This design comes from an exercise in tuning for small area, a short achievable clock period and few clock cycles per item on the open sky130 flow, not from production work. At most, simulation tests tie the RTL to the original design; equivalence was not proved. The RTL of runs 1, 3 and 4 was laid out without a check of its function. No activity file was given, so power comes from the tool's default toggle rates. No driver is modelled on the clock port, so clocking that relies on it looks cheaper here than on a real chip.

===== flow/config.mk =====
export PLATFORM = sky130hd
export DESIGN_NAME = apb4_sram_slave
export DESIGN_NICKNAME = apb4_sram_slave
export VERILOG_FILES = /design/flow/design.v
export SDC_FILE = /design/flow/constraint.sdc
export NUM_CORES = 4
export LEC_CHECK = 0
export CAP_MARGIN = 20
export CORE_MARGIN = 2
export CORE_UTILIZATION = 70
export CTS_CLUSTER_DIAMETER = 100
export CTS_CLUSTER_SIZE = 30
export PLACE_DENSITY = 0.78
export SETUP_SLACK_MARGIN = 1.65
export SLEW_MARGIN = 20
export SYNTH_HIERARCHICAL = 1
export SYNTH_MINIMUM_KEEP_SIZE = 0

===== flow/constraint.sdc =====
create_clock -name core_clock -period 3.3 [get_ports {pclk}]
set_input_delay 0.6600 -clock core_clock [delete_from_list [all_inputs] [get_ports {pclk}]]
set_output_delay 0.6600 -clock core_clock [all_outputs]
set_load 0.01 [all_outputs]

===== flow/design.v =====
package apb4_sram_pkg;
  typedef enum logic [1:0] {
    ST_IDLE   = 2'd0,
    ST_SETUP  = 2'd1,
    ST_WAIT   = 2'd2,
    ST_ACCESS = 2'd3
  } apb_state_e;
  localparam int DEF_ADDR_W      = 32;
  localparam int DEF_DATA_W      = 32;
  localparam int DEF_DEPTH       = 64;
  localparam int DEF_WAIT_CYCLES = 2;
  localparam int WAIT_CYCLES_MAX = 15;
  localparam int CNT_W           = 4;
  function automatic logic [CNT_W-1:0] wait_load(input int cycles);
    if (cycles > WAIT_CYCLES_MAX) begin
      wait_load = CNT_W'(WAIT_CYCLES_MAX);
    end else if (cycles < 0) begin
      wait_load = {CNT_W{1'b0}};
    end else begin
      wait_load = CNT_W'(cycles);
    end
  endfunction
endpackage
module apb4_sram_mem
#(
  parameter int DATA_W = apb4_sram_pkg::DEF_DATA_W,
  parameter int DEPTH  = apb4_sram_pkg::DEF_DEPTH,
  parameter int AW     = 6
) (
  input  logic                clk,
  input  logic                rst_n,
  input  logic [AW-1:0]       addr,
  input  logic                wstart,
  input  logic [DATA_W/8-1:0] be,
  input  logic [DATA_W-1:0]   wdata,
  input  logic [DATA_W/8-1:0] re,
  output logic [DATA_W-1:0]   rdata
);
  localparam int BYTES = DATA_W / 8;
  localparam int GRP   = 8;
  localparam int NGRP  = DEPTH / GRP;
  logic [DEPTH-1:0][DATA_W-1:0] mem_r;
  logic [GRP-1:0]  sel_lo;
  logic [NGRP-1:0] sel_hi;
  always_comb begin
    for (int i = 0; i < GRP; i++) begin
      sel_lo[i] = (addr[2:0] == 3'(i));
    end
    for (int i = 0; i < NGRP; i++) begin
      sel_hi[i] = (addr[AW-1:3] == (AW-3)'(i));
    end
  end
  logic [GRP-1:0]  wsel_lo_r;
  logic [NGRP-1:0] wsel_hi_r;
  always_ff @(posedge clk or negedge rst_n) begin
    if (!rst_n) begin
      wsel_hi_r <= {NGRP{1'b0}};
    end else begin
      wsel_hi_r <= wstart ? sel_hi : {NGRP{1'b0}};
    end
  end
  always_ff @(posedge clk) begin
    wsel_lo_r <= sel_lo;
  end
  logic [DEPTH-1:0][BYTES-1:0] wen;
  for (genvar w = 0; w < DEPTH; w++) begin : g_wen
    for (genvar b = 0; b < BYTES; b++) begin : g_byte
      apb4_sram_and3 u_wen (
        .a (wsel_hi_r[w / GRP]),
        .b (wsel_lo_r[w % GRP]),
        .c (be[b]),
        .y (wen[w][b])
      );
    end
  end
  always_ff @(posedge clk) begin
    for (int w = 0; w < DEPTH; w++) begin
      for (int b = 0; b < BYTES; b++) begin
        if (wen[w][b]) begin
          mem_r[w][b*8 +: 8] <= wdata[b*8 +: 8];
        end
      end
    end
  end
  for (genvar l = 0; l < BYTES; l++) begin : g_rlane
    logic [GRP-1:0]  rsel_lo;
    logic [NGRP-1:0] rsel_hi;
    apb4_sram_rdec u_dec (.addr (addr), .re (re[l]), .lo (rsel_lo), .hi (rsel_hi));
    for (genvar i = 0; i < 8; i++) begin : g_rbit
      localparam int B = l*8 + i;
      logic [NGRP-1:0] grp;
      for (genvar g = 0; g < NGRP; g++) begin : g_grp
        logic [GRP-1:0] col;
        for (genvar k = 0; k < GRP; k++) begin : g_col
          assign col[k] = mem_r[g*GRP + k][B];
        end
        apb4_sram_andor8 u_lo (.a (col), .s (rsel_lo), .y (grp[g]));
      end
      apb4_sram_andor8 u_hi (.a (grp), .s (rsel_hi), .y (rdata[B]));
    end
  end
endmodule
module apb4_sram_andor8 (
  input  logic [7:0] a,
  input  logic [7:0] s,
  output logic       y
);
  assign y = |(a & s);
endmodule
module apb4_sram_and3 (
  input  logic a,
  input  logic b,
  input  logic c,
  output logic y
);
  assign y = a && b && c;
endmodule
module apb4_sram_rdec (
  input  logic [5:0] addr,
  input  logic       re,
  output logic [7:0] lo,
  output logic [7:0] hi
);
  always_comb begin
    for (int i = 0; i < 8; i++) begin
      lo[i] = (addr[2:0] == 3'(i));
      hi[i] = re && (addr[5:3] == 3'(i));
    end
  end
endmodule
module apb4_sram_slave
#(
  parameter int ADDR_W      = apb4_sram_pkg::DEF_ADDR_W,
  parameter int DATA_W      = apb4_sram_pkg::DEF_DATA_W,
  parameter int DEPTH       = apb4_sram_pkg::DEF_DEPTH,
  parameter int WAIT_CYCLES = 0
) (
  input  logic                pclk,
  input  logic                presetn,
  input  logic                psel,
  input  logic                penable,
  input  logic                pwrite,
  input  logic [ADDR_W-1:0]   paddr,
  input  logic [DATA_W-1:0]   pwdata,
  input  logic [DATA_W/8-1:0] pstrb,
  output logic [DATA_W-1:0]   prdata,
  output logic                pready,
  output logic                pslverr
);
  localparam int BYTES  = DATA_W / 8;
  localparam int OFF_W  = $clog2(BYTES);
  localparam int MEM_AW = (DEPTH > 1) ? $clog2(DEPTH) : 1;
  logic              pready_r;
  logic              pslverr_r;
  logic [DATA_W-1:0] prdata_r;
  logic [ADDR_W-1:0] word_idx_s;
  logic              err_s;
  logic              setup_s;
  logic [BYTES-1:0]  be_s;
  logic [DATA_W-1:0] mem_rdata_s;
  logic addr_ok_s;
  assign word_idx_s = paddr >> OFF_W;
  apb4_sram_addr_ok #(
    .ADDR_W (ADDR_W),
    .OFF_W  (OFF_W),
    .IDX_W  (MEM_AW)
  ) u_addr_ok (
    .addr (paddr),
    .ok   (addr_ok_s)
  );
  assign err_s = !addr_ok_s;
  logic [BYTES-1:0] lane_ok_s;
  for (genvar l = 0; l < BYTES; l++) begin : g_lane_ok
    apb4_sram_addr_ok #(
      .ADDR_W (ADDR_W),
      .OFF_W  (OFF_W),
      .IDX_W  (MEM_AW)
    ) u_addr_ok (
      .addr (paddr),
      .ok   (lane_ok_s[l])
    );
  end
  always_comb begin
    be_s = pstrb;
  end
  assign setup_s = psel && !penable && !pready_r;
  always_ff @(posedge pclk or negedge presetn) begin
    if (!presetn) begin
      pready_r  <= 1'b0;
      pslverr_r <= 1'b0;
    end else begin
      pready_r  <= setup_s;
      pslverr_r <= setup_s && err_s;
    end
  end
  always_ff @(posedge pclk) begin
    prdata_r <= mem_rdata_s;
  end
  apb4_sram_mem #(
    .DATA_W (DATA_W),
    .DEPTH  (DEPTH),
    .AW     (MEM_AW)
  ) u_mem (
    .clk    (pclk),
    .rst_n  (presetn),
    .addr   (word_idx_s[MEM_AW-1:0]),
    .wstart (setup_s && pwrite && !err_s),
    .be     (be_s),
    .wdata  (pwdata),
    .re     (lane_ok_s),
    .rdata  (mem_rdata_s)
  );
  assign prdata  = prdata_r;
  assign pready  = pready_r;
  assign pslverr = pslverr_r;
endmodule
module apb4_sram_addr_ok
#(
  parameter int ADDR_W = 32,
  parameter int OFF_W  = 2,
  parameter int IDX_W  = 6
) (
  input  logic [ADDR_W-1:0] addr,
  output logic              ok
);
  assign ok = (addr[OFF_W-1:0] == '0) && (addr[ADDR_W-1:OFF_W+IDX_W] == '0);
endmodule

===== flow/run.sh =====
#!/bin/bash
# synth_recipe.tcl (not shown) runs the flow's synth.tcl, then flattens the netlist and writes it again
# the make line also repeats each setting of config.mk as NAME=value (left out here)
make -C /OpenROAD-flow-scripts/flow DESIGN_CONFIG=/design/flow/config.mk WORK_HOME=/design/flow/orfs CLKGATE_MAP_FILE= SYNTH_SCRIPT=/design/flow/synth_recipe.tcl finish

==> results.json, run 1 <==
{
  "outcome": "complete, no violations",
  "maxSlewHeadroom_pct": 18.08,
  "clk_latency_ns": 0.73,
  "cts_root_buffer": "clkbuf_16",
  "cts.clk_slew.worst_paths_ns": 0.12,
  "slew_violations": 0,
  "dr_total_vias": 45769,
  "hold_viol": 0,
  "finalSetupViolCount": 0,
  "crit_required_ns": 3.94,
  "cts_made_buffers": 79,
  "clockBufferDepth": 3,
  "gp_congestion": 0.8885,
  "first_pass_iters": 7,
  "syn_area_mm2": 0.07569,
  "grt_usage_pct": 36.14,
  "route.met3.wl_mm": 28.44,
  "slowest_delay_ns": 0.54,
  "grt_setup_unrepaired": "yes",
  "holdBufCountCts": 0,
  "drcViolationCount": 0,
  "internal-power_mw": 34.64,
  "ios": 107,
  "wl_per_cell_um": 35.65,
  "cp-start-kind": "input pin",
  "syn_inst": 3927,
  "reg2reg_setup_slack_ns": 1.57,
  "cp-end-kind": "flip-flop",
  "post-place-cells": 5563,
  "fmax_mhz": 486.3,
  "ys_types": 18,
  "crit_family": "simple AND/OR/NAND/NOR gates",
  "netlist_top_cells_area": "edfxtp_1, a22oi_1, nand4_1",
  "period_minus_slack_ns": 2.056,
  "layout_commonest_cell": "edfxtp_1",
  "wl_met2_mm": 98.35,
  "synthXorXnorAreaFrac_pct": 0,
  "power_switching_mw": 9.320,
  "cp_slowest_cell": "nand4_1",
  "ant_nets": 0,
  "die_area_mm2": 0.1108,
  "cts.htree.levels": 3,
  "synth_top_family_by_area": "compound AO/OA/AOI/OAI gates",
  "synthAdderAreaFrac_pct": 0,
  "min-delay-path-class": "in2async",
  "yosysTopAreaCellShare_pct": 81.25,
  "crit_buf_inv": 3,
  "synth-simple-area-share_pct": 5.936,
  "drive_above_1_share_pct": 22.90,
  "clkPwrFrac_pct": 27.9,
  "port_buffers": 106,
  "cap_violations": 0,
  "highest_layer": "met5",
  "worstSetupPathType": "in2reg",
  "wl_mm": 207.4,
  "critPathArrivalTime_ns": 2.70,
  "ys_warn_count": 9,
  "path_max_fanout": 8,
  "grt_pass1_wl_mm": 289.7,
  "cellPowerDensity_mw_per_mm2": 508.7,
  "finClkSkew_ns": 0.04481,
  "pwr-share-seq_pct": 66.4,
  "worst_pin_slew_ns": 1.229,
  "fin_nets": 4419,
  "antenna_found_initial": 14,
  "dieHeight_um": 332.8,
  "leakage_nw": 26.52,
  "final-instance-count-excl-fill": 5819,
  "detail_route.vias_per_cell": 7.865,
  "yosysTopAreaCell": "edfxtp_1",
  "ys_ff_latch": 2098,
  "final_cell_mix": "edfxtp_1, a22oi_1, nand4_1, a22oi_2, and3_2",
  "first_global_vias": 42273,
  "drt_iter0_markers": 9408,
  "grt_overflow": 0,
  "die_w_um": 332.8,
  "peakVddDrop_uv": 442.0,
  "synth_compound_area_share_pct": 11.43,
  "cts_tree": "built",
  "start_util_pct": 70.61,
  "sw_frac_of_total_pct": 21.20,
  "core_mm2": 0.1072,
  "grt_start_max_net_pins": 65,
  "synth.yosys.seq_area_share_pct": 82.64,
  "syn2layout_area_growth_pct": 14.17,
  "synth_nets": 4000,
  "drt-met1-wl_mm": 71.07,
  "fp-row-count": 120,
  "dp_hpwl_mm": 109.9,
  "clock_sinks": 2098,
  "muxShareOfSynthArea_pct": 0,
  "syn_avg_cell_area_um2": 19.27,
  "crit_chain": "buf_8 -> nor4_4 -> nand4_1 -> nor2_4 -> buf_6 -> nor4b_4 -> buf_6 -> a22oi_2 -> nand4_1",
  "finalSetupTns_ns": 0,
  "finalCritPeriodShare_pct": 62.32,
  "combPwrFrac_pct": 5.7
}
## modules after synthesis, one instance, submodules excluded, a selection
module | cells | cell area, um^2
apb4_sram_rdec | 16 | 156.4
apb4_sram_and3 | 1 | 6.256
apb4_sram_andor8 | 5 | 36.28
apb4_sram_slave | 37 | 716.9
## area by class of cell
cell class | count | area (um^2)
Clock buffer | 141 | 2262
Sequential cell | 2098 | 62670
Timing Repair Buffer | 334 | 4250
Tap cell | 1403 | 1755
Fill cell | 5116 | 20780
Multi-Input combinational cell | 1833 | 15460
Antenna cell | 10 | 25.02
## logic make-up after synthesis
group              count (synthesis)
DFF                             2098
and+or+nand+nor                  677
AOI/OAI and AO/OA               1152
## what timing repair did
| item | 4_1_cts | 5_1_grt |
|---|---|---|
| cloned | 29 | 7 |
| gates resized for setup | 810 | 185 |
| buffers inserted | 51 | 18 |
| endpoints found under the setup margin | 1932 | 710 |
| pin swaps | 187 | 97 |
## power by group through the flow
stage               Combinational, mW  Sequential, mW  Clock, mW
finish                           2.52            29.2       12.2
floorplan                       0.684            29.8          0
global placement                 1.98            29.8          0
detailed placement               2.01            29.8          0
CTS                              2.34            29.2       12.1
global route                     2.58            29.2       13.0
## final timing paths
check | start | to | cells after the start
setup / recovery | paddr[0] | prdata_r[5] | 9
hold / removal | presetn | u_mem.wsel_hi_r[0] | 1
setup reg to reg | u_mem.wsel_lo_r[4] | u_mem.mem_r[1168] | 2
hold reg to reg | u_mem.mem_r[1078] | prdata_r[22] | 4
max in group asynchronous | presetn | u_mem.wsel_hi_r[2] | 1
min in group core_clock | paddr[4] | u_mem.wsel_lo_r[1] | 3
## synth_stat cells
library cell / count
and3b_1: 15
dfrtp_1: 10
and2b_1: 1
nor3b_1: 15
a22oi_1: 1152
and4bb_2: 15
nand4_1: 293
nor4_1: 30
nor2_1: 10
nor3_1: 5
nor3b_2: 1
edfxtp_1: 2048
nor4b_2: 5
and4b_2: 15
dfxtp_1: 40
and4_2: 5
nand3_1: 5
and3_1: 262
## layer usage
layer	up-vias	global-route usage, %
met1	22836	52.09
met5	-	0
met2	4107	56.71
met4	6	13.55
li1	18182	-
met3	638	6.460
## registers in the layout, summed over array words and instances (netlist names)
name             count
u_mem.mem_r       2048
prdata_r            32
u_mem.wsel_hi_r      8
u_mem.wsel_lo_r      8
pready_r             1
pslverr_r            1
## per-stage QoR
step           cell area [um^2]  worst slack [ns]  hold slack, ns  utilization [%]  power [mW]
2_1_floorplan             75880            0.7988          0.3644                -       30.49
3_3_place_gp              80120            0.1167          0.5763            74.74       31.80
3_5_place_dp              80120            0.1235          0.5951            74.74       31.83
4_1_cts                   85420             1.291          0.2556            79.68       43.65
5_1_grt                   86400             1.250          0.2925            80.59       44.73
6_report                  86420             1.244          0.2545            80.61       43.96
==> run 2: changes to the inputs <==
--- a/flow/design.v
+++ b/flow/design.v
@@ -35,3 +35,3 @@
   input  logic [DATA_W-1:0]   wdata,
-  input  logic [DATA_W/8-1:0] re,
+  input  logic                re,
   output logic [DATA_W-1:0]   rdata
@@ -87,3 +87,3 @@
     logic [NGRP-1:0] rsel_hi;
-    apb4_sram_rdec u_dec (.addr (addr), .re (re[l]), .lo (rsel_lo), .hi (rsel_hi));
+    apb4_sram_rdec u_dec (.addr (addr), .re (re), .lo (rsel_lo), .hi (rsel_hi));
     for (genvar i = 0; i < 8; i++) begin : g_rbit
@@ -171,13 +171,2 @@
   assign err_s = !addr_ok_s;
-  logic [BYTES-1:0] lane_ok_s;
-  for (genvar l = 0; l < BYTES; l++) begin : g_lane_ok
-    apb4_sram_addr_ok #(
-      .ADDR_W (ADDR_W),
-      .OFF_W  (OFF_W),
-      .IDX_W  (MEM_AW)
-    ) u_addr_ok (
-      .addr (paddr),
-      .ok   (lane_ok_s[l])
-    );
-  end
   always_comb begin
@@ -209,3 +198,3 @@
     .wdata  (pwdata),
-    .re     (lane_ok_s),
+    .re     (!err_s),
     .rdata  (mem_rdata_s)
==> flow/flow/run.sh (new file) <==
#!/bin/bash
# The standard layout, with power recovery after global routing (it downsizes
# cells on paths with spare slack) and no dummy loads in the clock tree.
# make's full output goes to flow_make.log; ORFS keeps each step's log under orfs/logs.
set -euo pipefail
bash standard.sh RECOVER_POWER=30 \
  "CTS_ARGS=-sink_clustering_enable -repair_clock_nets -sink_clustering_size 30 -sink_clustering_max_diameter 100 -dont_use_dummy_load" \
  finish > flow_make.log 2>&1
==> flow/standard.sh (new file) <==
#!/bin/bash
# synth_recipe.tcl (not shown) runs the flow's synth.tcl, then flattens the netlist and writes it again
# the make line also repeats each setting of config.mk as NAME=value (left out here)
make -C /OpenROAD-flow-scripts/flow DESIGN_CONFIG=/design/flow/config.mk WORK_HOME=/design/flow/orfs CLKGATE_MAP_FILE= SYNTH_SCRIPT=/design/flow/synth_recipe.tcl "${@:-finish}"
removed: flow/run.sh
==> run 2 against run 1 <==
Now fails the layout checks on capacitance limit, slew limit. Clock skew is 0.0049 ns higher. Via count is 0.56% higher. Synthesized cell count is 1.0% lower. Sequential power hardly changed. Critical path depth is 1 higher. Worst hold slack better by 0.031 ns. Core utilization is 0.40 points higher. Setup slack worse by 0.42 ns. Final area is 0.36% higher. Largest cell class unchanged. Largest power group unchanged.
==> results.json, run 2 <==
{
  "peakVddDrop_uv": 586.1,
  "final-instance-count-excl-fill": 5756,
  "grt_overflow": 0,
  "outcome": "finished with violations",
  "synth_edf_count": 2048,
  "fp-row-count": 120,
  "drt_iter0_markers": 9600,
  "wl_per_cell_um": 37.11,
  "pre_cts_ws_ns": 0.2025,
  "dp_hpwl_mm": 107.1,
  "period_minus_slack_ns": 2.474,
  "synth.yosys.seq_area_share_pct": 82.88,
  "grt_start_max_net_pins": 65,
  "path_max_fanout": 8,
  "cellPowerDensity_mw_per_mm2": 499.8,
  "total_power_mw": 43.35,
  "layout_commonest_cell": "edfxtp_1",
  "finalSetupViolCount": 0,
  "die_area_mm2": 0.1105,
  "cp-start-kind": "input pin",
  "finClkSkew_ns": 0.04967,
  "syn_inst": 3887,
  "postLayoutCellArea_mm2": 0.08673,
  "synth-simple-area-share_pct": 5.655,
  "antenna_found_initial": 9,
  "sw_frac_of_total_pct": 20.89,
  "slew_violations": 347,
  "power_switching_mw": 9.055,
  "clockBufferDepth": 3,
  "first_global_vias": 43383,
  "crit_buf_inv": 5,
  "yosysTopAreaCellShare_pct": 81.49,
  "die_w_um": 332.3,
  "worst_pin_slew_ns": 1.978,
  "dieHeight_um": 332.3,
  "fmax_mhz": 404.1,
  "hold_viol": 0,
  "finalCritPeriodShare_pct": 74.98,
  "pwr-share-seq_pct": 67.4,
  "cts_made_buffers": 79,
  "dr_total_vias": 46027,
  "cts_root_buffer": "clkbuf_16",
  "syn2layout_area_growth_pct": 14.92,
  "wl_mm": 213.6,
  "critPathArrivalTime_ns": 3.04,
  "min-delay-path-class": "in2reg",
  "synth_top_family_by_area": "compound AO/OA/AOI/OAI gates",
  "clkPwrFrac_pct": 26.9,
  "cts.htree.levels": 3,
  "synth_common_cells": "edfxtp_1, a22oi_1, nand4_1",
  "synth-main-ff-cell": "edfxtp_1",
  "grt_setup_unrepaired": "yes",
  "clock_sinks": 2098,
  "grt_usage_pct": 37.79,
  "maxSlewHeadroom_pct": -31.87,
  "first_pass_iters": 6,
  "muxShareOfSynthArea_pct": 0,
  "worstSetupPathType": "in2reg",
  "port_buffers": 106,
  "post-place-cells": 5523,
  "cap_violations": 10,
  "fin_nets": 4418,
  "gp_congestion": 0.8715,
  "fin_ws_ns": 0.8256,
  "regMostFlops": "u_mem.mem_r",
  "finalSetupTns_ns": 0,
  "core_mm2": 0.1071,
  "yosysTopAreaCell": "edfxtp_1",
  "ys_types": 18,
  "final_cell_mix": "edfxtp_1, a22oi_1, a22oi_2, nand4_1, and3_2",
  "ios": 107,
  "leakage_nw": 26.60,
  "reg_top3": "u_mem.mem_r x2048, prdata_r x32",
  "crit_chain": "buf_16 -> clkbuf_1 -> clkbuf_1 -> clkdlybuf4s25_1 -> and3b_4 -> buf_6 -> a22oi_2 -> nand4_1 -> a22oi_2 -> nand4_1",
  "largest_reg_flops": 2048,
  "holdBufCountCts": 0,
  "crit_required_ns": 3.86,
  "synth_nets": 3960,
  "drcViolationCount": 0,
  "crit_family": "buffers and inverters",
  "grt_pass1_wl_mm": 300.2,
  "ys_ff_latch": 2098,
  "internal-power_mw": 34.29,
  "cts.clk_slew.worst_paths_ns": 0.11,
  "cts_tree": "built",
  "failed_checks": "capacitance limit, slew limit",
  "slowest_delay_ns": 0.36,
  "cp_slowest_cell": "clkdlybuf4s25_1",
  "combPwrFrac_pct": 5.7,
  "cp-end-kind": "flip-flop",
  "yosysMostFrequentCell": "edfxtp_1",
  "start_util_pct": 70.49,
  "synthArstFlopShare_pct": 0.4766,
  "synthAdderAreaFrac_pct": 0,
  "ant_nets": 0,
  "drive_above_1_share_pct": 25.03,
  "syn_area_mm2": 0.07547,
  "ys_warn_count": 9,
  "synthXorXnorAreaFrac_pct": 0,
  "dpl_cell_area_mm2": 0.07989,
  "clk_latency_ns": 0.72,
  "netlist_top_cells_area": "edfxtp_1, a22oi_1, nand4_1",
  "syn_avg_cell_area_um2": 19.42,
  "synth_compound_area_share_pct": 11.46,
  "detail_route.vias_per_cell": 7.996
}
## run 2: cell types whose count changed in the layout (fill, tap and decap cells not counted), moves of 10 or more
| cell | previous run | this run |
|---|---|---|
| a22oi_1 | 897 | 814 |
| a22oi_2 | 255 | 338 |
| and3_1 | 73 | 43 |
| and3_2 | 183 | 213 |
| buf_16 | 30 | 53 |
| buf_2 | 47 | 26 |
| buf_4 | 109 | 99 |
| clkbuf_1 | 59 | 34 |
| nor4_4 | 21 | 4 |
## run 2: final cells by class
type / instances / area (um^2)
clock buffers: 79 / 1977
flip-flops and latches: 2098 / 62670
repair buffers: 372 / 4923
multi-input cells: 1794 / 15380
fillers: 4906 / 20320
well taps: 1403 / 1755
diodes: 10 / 25.02
## run 2: path summary, 6_finish.rpt
| kind | from | to | slack, ns | cells after the start |
|---|---|---|---|---|
| setup / recovery | paddr[3] | prdata_r[29] | 0.83 | 10 |
| hold / removal | pwdata[14] | u_mem.mem_r[910] | 0.29 | 1 |
| setup reg to reg | u_mem.wsel_hi_r[2] | u_mem.mem_r[555] | 1.60 | 2 |
| hold reg to reg | pready_r | pready_r | 0.54 | 2 |
| max in group asynchronous | presetn | u_mem.wsel_hi_r[5] | 2.47 | 1 |
| min in group asynchronous | presetn | u_mem.wsel_hi_r[4] | 0.38 | 1 |
## run 2: modules after synthesis, one instance, submodules excluded, a selection
| module | copies in the design | flip-flops and latches |
|---|---|---|
| apb4_sram_slave | 1 | 34 |
| apb4_sram_rdec | 4 | 0 |
| apb4_sram_andor8 | 288 | 0 |
| apb4_sram_and3 | 256 | 0 |
## run 2: cell families (layout without fill, tap and decap cells)
logic type             count (synthesis)  count (layout)
buffers and inverters                  0             451
flip-flops                          2098            2098
AO/OA/AOI/OAI                       1152            1152
AND/OR/NAND/NOR                      637             642
other                                  0              10
## run 2: routing by layer
layer / vias to the layer above / part of all wire (%) / track usage [%]
met4: 4 / 5.6 / 18.86
met5: - / 0.013 / 0
met1: 22904 / 34 / 53.01
met2: 4333 / 47 / 58.17
met3: 737 / 14 / 7.352
li1: 18049 / - / -
## run 2: stage by stage
stage / utilization, % / hold slack, ns
after floorplan: - / 0.3644
after global placement: 74.63 / 0.4421
after detailed placement: 74.63 / 0.4615
after CTS: 80.48 / 0.1827
after global routing: 80.99 / 0.3018
final: 81.02 / 0.2854
## run 2: power by group through the flow
stage	clock network (mW)	registers, mW	logic (mW)
6_report	11.7	29.2	2.47
3_5_place_dp	0	29.8	1.88
2_1_floorplan	0	29.8	0.679
3_3_place_gp	0	29.8	1.82
5_1_grt	12.4	29.2	2.54
4_1_cts	11.5	29.2	2.34
## run 2: timing repair
action | CTS | global route
gates resized for setup | 881 | 148
buffers inserted | 66 | 18
setup endpoints to repair | 1865 | 715
pin swaps | 211 | 84
cloned | 56 | 3
Testbench counts of run 2, summed over its fixed seeds: cycles 80,000, transfers 40,000.
==> run 3: changes to the inputs <==
--- a/flow/design.v
+++ b/flow/design.v
@@ -87,3 +87,3 @@
     logic [NGRP-1:0] rsel_hi;
-    apb4_sram_rdec u_dec (.addr (addr), .re (re), .lo (rsel_lo), .hi (rsel_hi));
+    apb4_sram_rdec u_dec (.addr (addr), .lo (rsel_lo), .hi (rsel_hi));
     for (genvar i = 0; i < 8; i++) begin : g_rbit
@@ -98,3 +98,3 @@
       end
-      apb4_sram_andor8 u_hi (.a (grp), .s (rsel_hi), .y (rdata[B]));
+      apb4_sram_andor8_kill u_hi (.a (grp), .s (rsel_hi), .kill (!re), .y (rdata[B]));
     end
@@ -108,2 +108,10 @@
   assign y = |(a & s);
+endmodule
+module apb4_sram_andor8_kill (
+  input  logic [7:0] a,
+  input  logic [7:0] s,
+  input  logic       kill,
+  output logic       y
+);
+  assign y = !kill && (|(a & s));
 endmodule
@@ -119,3 +127,2 @@
   input  logic [5:0] addr,
-  input  logic       re,
   output logic [7:0] lo,
@@ -126,3 +133,3 @@
       lo[i] = (addr[2:0] == 3'(i));
-      hi[i] = re && (addr[5:3] == 3'(i));
+      hi[i] = (addr[5:3] == 3'(i));
     end
==> flow/run.sh (new file) <==
#!/bin/bash
# synth_recipe.tcl (not shown) runs the flow's synth.tcl, then flattens the netlist and writes it again
# the make line also repeats each setting of config.mk as NAME=value (left out here)
make -C /OpenROAD-flow-scripts/flow DESIGN_CONFIG=/design/flow/config.mk WORK_HOME=/design/flow/orfs CLKGATE_MAP_FILE= SYNTH_SCRIPT=/design/flow/synth_recipe.tcl finish
--- a/flow/config.mk
+++ b/flow/config.mk
@@ -13,3 +13,3 @@
 export PLACE_DENSITY = 0.78
-export SETUP_SLACK_MARGIN = 1.65
+export SETUP_SLACK_MARGIN = 1.5
 export SLEW_MARGIN = 20
removed: flow/flow/run.sh
removed: flow/standard.sh
==> run 3 against run 2 <==
The layout fails its checks (antenna rules). Final cell count rose by 1.0%. Setup slack better by 0.52 ns. Sequential cell count is the same. Clock skew decreased by 0.0081 ns. Critical path type unchanged.
==> results.json, run 3 <==
{
  "period_minus_slack_ns": 1.952,
  "cp-start-kind": "input pin",
  "leakage_nw": 26.80,
  "seqCellArea_mm2": 0.06265,
  "gp_congestion": 0.8648,
  "peakVddDrop_uv": 663.4,
  "cp-end-kind": "flip-flop",
  "fin_ws_ns": 1.348,
  "slew_violations": 0,
  "multi_input_area_mm2": 0.01520,
  "pre_cts_ws_ns": 0.05244,
  "wl_per_cell_um": 36.76,
  "die_w_um": 332.3,
  "crit_required_ns": 3.87,
  "finalSetupTns_ns": 0,
  "outcome": "finished with violations",
  "detail_route.vias_per_cell": 7.920,
  "cts_made_buffers": 79,
  "cts.htree.levels": 3,
  "cts_tree": "built",
  "fp-row-count": 120,
  "grt_pass1_wl_mm": 294.4,
  "min-delay-path-class": "in2async",
  "antenna_found_initial": 6,
  "layout_commonest_cell": "edfxtp_1",
  "ant_nets": 1,
  "grt_start_max_net_pins": 65,
  "cp_slowest_cell": "a22oi_2",
  "fin_util_pct": 81.08,
  "synth_common_cells": "edfxtp_1, a22oi_1, and3_1",
  "yosysMostFrequentCell": "edfxtp_1",
  "grt_usage_pct": 36.88,
  "ys_ff_latch": 2098,
  "worstSetupPathType": "in2reg",
  "syn_inst": 3888,
  "synth_nets": 3961,
  "final-instance-count-excl-fill": 5814,
  "core_mm2": 0.1071,
  "dr_total_vias": 46045,
  "syn_area_mm2": 0.07544,
  "reg_top3": "u_mem.mem_r x2048, prdata_r x32",
  "grt_overflow": 0,
  "slowest_delay_ns": 0.34,
  "first_pass_iters": 8,
  "fin_nets": 4415,
  "crit_family": "compound AO/OA/AOI/OAI gates",
  "cap_violations": 0,
  "yosysTopAreaCellShare_pct": 81.52,
  "port_buffers": 106,
  "syn2layout_area_growth_pct": 15.05,
  "post-place-cells": 5528,
  "clk_latency_ns": 0.72,
  "finalCritPeriodShare_pct": 59.16,
  "hold_viol": 0,
  "num-fill-cells": 4965,
  "ys_types": 22,
  "regMostFlops": "u_mem.mem_r",
  "final_cell_mix": "edfxtp_1, a22oi_1, a22oi_2, nand4_1, and3_1",
  "path_max_fanout": 13,
  "start_util_pct": 70.47,
  "failed_checks": "antenna rules",
  "synth-main-ff-cell": "edfxtp_1",
  "critPathArrivalTime_ns": 2.52,
  "drive_above_1_share_pct": 21.47,
  "cts_root_buffer": "clkbuf_16",
  "clockBufferDepth": 3,
  "dieHeight_um": 332.3,
  "ios": 107,
  "worst_pin_slew_ns": 0.9978,
  "maxSlewHeadroom_pct": 33.48,
  "drcViolationCount": 0,
  "ys_warn_count": 9,
  "clock_sinks": 2098,
  "dp_hpwl_mm": 108.5,
  "crit_chain": "buf_12 -> buf_12 -> buf_12 -> and3_4 -> bufbuf_16 -> a22oi_1 -> nand4_1 -> a22oi_2 -> a41oi_2",
  "first_global_vias": 42630,
  "yosysTopAreaCell": "edfxtp_1",
  "finalSetupViolCount": 0,
  "syn_avg_cell_area_um2": 19.40,
  "die_area_mm2": 0.1104,
  "synthArstFlopShare_pct": 0.4766,
  "grt_setup_unrepaired": "yes",
  "synth_edf_count": 2048,
  "synth.yosys.seq_area_share_pct": 82.91,
  "wl_mm": 213.7,
  "largest_reg_flops": 2048,
  "cts.clk_slew.worst_paths_ns": 0.11,
  "finClkSkew_ns": 0.04160,
  "cellPowerDensity_mw_per_mm2": 510.1,
  "netlist_top_cells_area": "edfxtp_1, a22oi_1, and3_1",
  "fmax_mhz": 512.2,
  "crit_buf_inv": 4,
  "drt_iter0_markers": 9321,
  "path_common_cell": "buf_12"
}
[run 3: per-module statistics from Yosys, one instance, submodules excluded, excerpt]
module | times used | flip-flops and latches | area, um^2
apb4_sram_and3 | 256 | 0 | 6.256
apb4_sram_slave | 1 | 34 | 716.9
apb4_sram_andor8 | 256 | 0 | 36.28
apb4_sram_rdec | 4 | 0 | 130.1
apb4_sram_andor8_kill | 32 | 0 | 38.79
[run 3: final timing paths]
check / start / endpoint / slack (ns) / depth (start not counted)
min in group core_clock: pwdata[26] / u_mem.mem_r[1754] / 0.37 / 1
max in group asynchronous: presetn / u_mem.wsel_hi_r[2] / 2.60 / 1
min reg2reg: pready_r / pready_r / 0.63 / 3
max: paddr[4] / prdata_r[23] / 1.35 / 9
min: presetn / u_mem.wsel_hi_r[0] / 0.29 / 1
max reg2reg: u_mem.wsel_lo_r[1] / u_mem.mem_r[1085] / 1.40 / 2
[run 3: cell type report]
cell class | instances | area share (%)
sequential | 2098 | 72.18
inverter | 1 | 0.008649
clock buffer | 136 | 2.622
timing repair buffer | 364 | 5.591
clock inverter | 4 | 0.03459
multi-input combinational | 1798 | 17.51
tap | 1403 | 2.022
antenna | 10 | 0.02883
[run 3: logic make-up after synthesis]
| family | Yosys count | share of synthesized area [%] |
|---|---|---|
| DFF | 2098 | 82.91 |
| and+or+nand+nor | 605 | 5.252 |
| buffers and inverters | 1 | 0.004971 |
| AOI/OAI and AO/OA | 1184 | 11.83 |
[run 3: metrics by stage]
stage	power [mW]	hold slack [ns]	area [um^2]
5_1_grt	45.08	0.3097	86780
4_1_cts	43.88	0.2761	85170
3_3_place_gp	31.80	0.4397	79800
2_1_floorplan	30.57	0.3644	75630
6_report	44.28	0.2857	86800
3_5_place_dp	31.86	0.4531	79820
[run 3: layer usage]
metal / part of all wire (%) / global-route usage, % / vias up
met5: 0.016 / 0 / -
met4: 4.9 / 14.61 / 4
met3: 15 / 7.724 / 682
met2: 47 / 57.02 / 4438
met1: 34 / 52.78 / 22813
li1: - / - / 18108
[run 3: timing repair]
item / in CTS / in global routing
gates cloned: 42 / 17
hold buffers: 0 / 0
endpoints found under the setup margin: 1226 / 310
gates resized for setup: 550 / 218
pin swaps: 123 / 122
buffers inserted: 45 / 31
[run 3: power breakdown]
part | internal, mW | leakage, nW | total, mW | switching (mW)
Sequential | 29.2 | 18.9 | 29.2 | 0.0346
Combinational | 0.870 | 6.82 | 2.73 | 1.86
Clock | 4.80 | 1.10 | 12.4 | 7.55
==> run 4: changes to the inputs <==
--- a/flow/config.mk
+++ b/flow/config.mk
@@ -13,3 +13,3 @@
 export PLACE_DENSITY = 0.78
-export SETUP_SLACK_MARGIN = 1.5
+export SETUP_SLACK_MARGIN = 1.65
 export SLEW_MARGIN = 20
==> run 4 against run 3 <==
Now clean on timing, DRC and antenna. Synthesized cell count is the same. Sequential cell count unchanged. Via count rose by 1.6%. Setup slack worse by 0.18 ns. Total power increased by 0.29%. Sequential power barely moved. Wire length is 3.5% higher. Die area unchanged. Count of clock-buffer cells in the layout grew 7. Register-to-register slack better by 0.18 ns. First-iteration DRC count increased by 0.31%. Critical endpoint unchanged.
==> results.json, run 4 <==
{
  "regMostFlops": "u_mem.mem_r",
  "yosysMostFrequentCell": "edfxtp_1",
  "dieHeight_um": 332.3,
  "total_power_mw": 44.41,
  "cts.htree.levels": 3,
  "largest_reg_flops": 2048,
  "drcViolationCount": 0,
  "start_util_pct": 70.47,
  "die_w_um": 332.3,
  "final_cell_mix": "edfxtp_1, a22oi_1, a22oi_2, nand4_1, and3_2",
  "synth_edf_count": 2048,
  "critPathArrivalTime_ns": 2.70,
  "leakage_nw": 27.24,
  "reg2reg_setup_slack_ns": 1.58,
  "syn2layout_area_growth_pct": 17.24,
  "cts_tree": "built",
  "cts_made_buffers": 79,
  "synth-main-ff-cell": "edfxtp_1",
  "dr_total_vias": 46784,
  "hp-start": "pwdata[24]",
  "die_area_mm2": 0.1104,
  "port_buffers": 106,
  "drt_iter0_markers": 9350,
  "detail_route.vias_per_cell": 7.947,
  "core_mm2": 0.1071,
  "cts.clk_slew.worst_paths_ns": 0.12,
  "hold_slack_ns": 0.1906,
  "ys_warn_count": 9,
  "layout_commonest_cell": "edfxtp_1",
  "synthArstFlopShare_pct": 0.4766,
  "finClkSkew_ns": 0.02250,
  "min-delay-path-class": "in2reg",
  "drive_above_1_share_pct": 28.14,
  "yosysTopAreaCell": "edfxtp_1",
  "cp-end-kind": "flip-flop",
  "dp_hpwl_mm": 112.3,
  "seqCellArea_mm2": 0.06267,
  "sw_frac_of_total_pct": 21.45,
  "crit_chain": "buf_12 -> buf_12 -> buf_6 -> buf_16 -> nor3b_4 -> clkbuf_16 -> a22oi_1 -> nand4_1 -> a22oi_1 -> a41oi_2",
  "synth_common_cells": "edfxtp_1, a22oi_1, and3_1",
  "synth_nets": 3961,
  "yosysTopAreaCellShare_pct": 81.52,
  "worst_pin_slew_ns": 1.024,
  "fmax_mhz": 468.0,
  "period_minus_slack_ns": 2.137,
  "peakVddDrop_uv": 551.1,
  "combPwrFrac_pct": 6.6,
  "ios": 107,
  "syn_area_mm2": 0.07544,
  "holdPathEnd": "u_mem.mem_r[1656]",
  "ff2ff_path_depth": 2,
  "r2r_start": "u_mem.wsel_lo_r[3]",
  "clockBufferDepth": 3,
  "whs_path_depth": 1,
  "worstReg2RegEnd": "u_mem.mem_r[107]",
  "netlist_top_cells_area": "edfxtp_1, a22oi_1, and3_1",
  "first_global_vias": 43835,
  "slew_violations": 0,
  "clk_latency_ns": 0.72,
  "internal-power_mw": 34.88,
  "ys_ff_latch": 2098,
  "ys_types": 22,
  "cp-start-kind": "input pin",
  "slowest_delay_ns": 0.37,
  "pre_cts_ws_ns": 0.001124,
  "finalSetupViolCount": 0,
  "gp_congestion": 0.8571,
  "grt_pass1_wl_mm": 303.8,
  "first_pass_iters": 8,
  "crit_buf_inv": 5,
  "ant_nets": 0,
  "power_switching_mw": 9.524,
  "cellPowerDensity_mw_per_mm2": 502.0,
  "cap_violations": 0,
  "crit_family": "compound AO/OA/AOI/OAI gates",
  "reg_top3": "u_mem.mem_r x2048, prdata_r x32",
  "wl_mm": 221.1,
  "clkPwrFrac_pct": 27.7,
  "pwr-share-seq_pct": 65.7,
  "synth.yosys.seq_area_share_pct": 82.91,
  "worstSetupPathType": "in2reg",
  "multi_input_area_mm2": 0.01590,
  "grt_usage_pct": 38.15,
  "num-fill-cells": 4632,
  "crit_required_ns": 3.87,
  "grt_setup_unrepaired": "yes",
  "syn_avg_cell_area_um2": 19.40,
  "clock_sinks": 2098,
  "finalSetupTns_ns": 0,
  "hold_viol": 0,
  "cp_slowest_cell": "a22oi_1",
  "fin_ws_ns": 1.163,
  "cts_root_buffer": "clkbuf_16",
  "wl_per_cell_um": 37.57,
  "outcome": "complete, no violations",
  "maxSlewHeadroom_pct": 31.75,
  "grt_overflow": 0,
  "grt_start_max_net_pins": 65,
  "syn_inst": 3888,
  "fp-row-count": 120,
  "finalCritPeriodShare_pct": 64.74,
  "path_max_fanout": 32,
  "antenna_found_initial": 10,
  "fin_nets": 4481
}
==> run 4: cell types whose count changed in the layout (fill, tap and decap cells not counted), sizes merged <==
cell           delta
and3              -2
and3b             -3
buf              +79
clkdlybuf4s50     -7
clkinv            -1
clkinvlp          -1
diode             +4
dlymetal6s2s      +7
inv               -2
nor3              -1
==> run 4: final cells by class <==
cell class | count | share of cell area, %
clock buffers | 143 | 2.566
inverters | 1 | 0.004244
well taps | 1403 | 1.985
flip-flops and latches | 2098 | 70.85
diodes | 14 | 0.03961
multi-input cells | 1792 | 17.97
repair buffers | 436 | 6.583
==> run 4: layer usage <==
metal  vias to the layer above  global-route usage [%]  share of wire (%)
met5                         -                       0              0.037
met4                         6                   15.36                5.6
met3                       740                   7.426                 14
met2                      4633                   60.06                 47
met1                     23171                   53.82                 33
li1                      18234                       -                  -
==> run 4: per-module statistics from Yosys (local to each module, per instance), a selection <==
module                 cells inside  flip-flops and latches  copies in the design
apb4_sram_andor8                  5                       0                   256
apb4_sram_rdec                   16                       0                     4
apb4_sram_and3                    1                       0                   256
apb4_sram_slave                  37                      34                     1
apb4_sram_andor8_kill             5                       0                    32
==> run 4: cells by family (layout without fill, tap and decap cells) <==
logic type | after synthesis | count (layout) | synth area share [%]
AOI/OAI and AO/OA | 1184 | 1184 | 11.83
DFF | 2098 | 2098 | 82.91
and+or+nand+nor | 605 | 608 | 5.252
other | 0 | 14 | 0
buffers and inverters | 1 | 580 | 0.004971
==> run 4: power by group through the flow <==
stage / logic, mW / registers (mW) / clock network [mW]
after floorplan: 0.759 / 29.8 / 0
after global placement: 2.00 / 29.8 / 0
after detailed placement: 2.06 / 29.8 / 0
after CTS: 2.63 / 29.2 / 12.1
after global routing: 2.97 / 29.2 / 13.0
final: 2.92 / 29.2 / 12.3
==> run 4: through the flow <==
step                      util (%)  instances  instance area [um^2]
after detailed placement     74.67       5555                 79930
after floorplan                  -       3888                 75630
after CTS                    81.27       5832                 87010
after global placement       74.63       5552                 79890
final                        82.63       5887                 88450
after global routing         82.59       5873                 88420
==> run 4: worst max path at each step <==
stage               startpoint           end  cells after the start
floorplan             paddr[3]   prdata_r[0]                      5
global placement      paddr[3]   prdata_r[8]                      9
detailed placement    paddr[2]  prdata_r[25]                      7
CTS                   pready_r        pready                      1
global route          paddr[2]  prdata_r[23]                     10
finish                paddr[3]  prdata_r[23]                     10
==> run 4: what timing repair did <==
action                     4_1_cts  5_1_grt
setup buffers                   87       27
pin swaps                      216      129
resized for setup              849      241
setup endpoints to repair     1943      767
gates cloned                    47       14
hold buffers                     0        0

[separate check: timing with driven ports]
In the flow no input, the clock included, has a driving cell. The finished layouts below were timed again as built, in two steps. Step 1, drivers: a clkbuf_16 drives pclk and a buf_2 each remaining input, both assumed. Step 2 also shifts input and output timing later by t, the mid clock arrival at the registers, as if the neighbouring blocks saw the same clock. Slacks: no drivers / after step 1 / after step 2; pairs: no drivers / after step 1.
run	t, ns	setup slack, ns	hold WS [ns]	worst setup path after step 2
run 1	0.782	1.244 / 1.199 / 0.457	0.255 / 0.304 / 0.657	input to register
run 2	0.776	0.826 / 0.831 / 0.055	0.285 / 0.228 / 0.538	input to register
run 3	0.776	1.348 / 1.319 / 0.598	0.286 / 0.240 / 0.631	input to register
run 4	0.783	1.163 / 1.185 / 0.402	0.191 / 0.135 / 0.536	input to register
For run 1, which loses most, drivers alone change the setup slack by -0.045 ns; drivers and shift together by -0.787 ns.
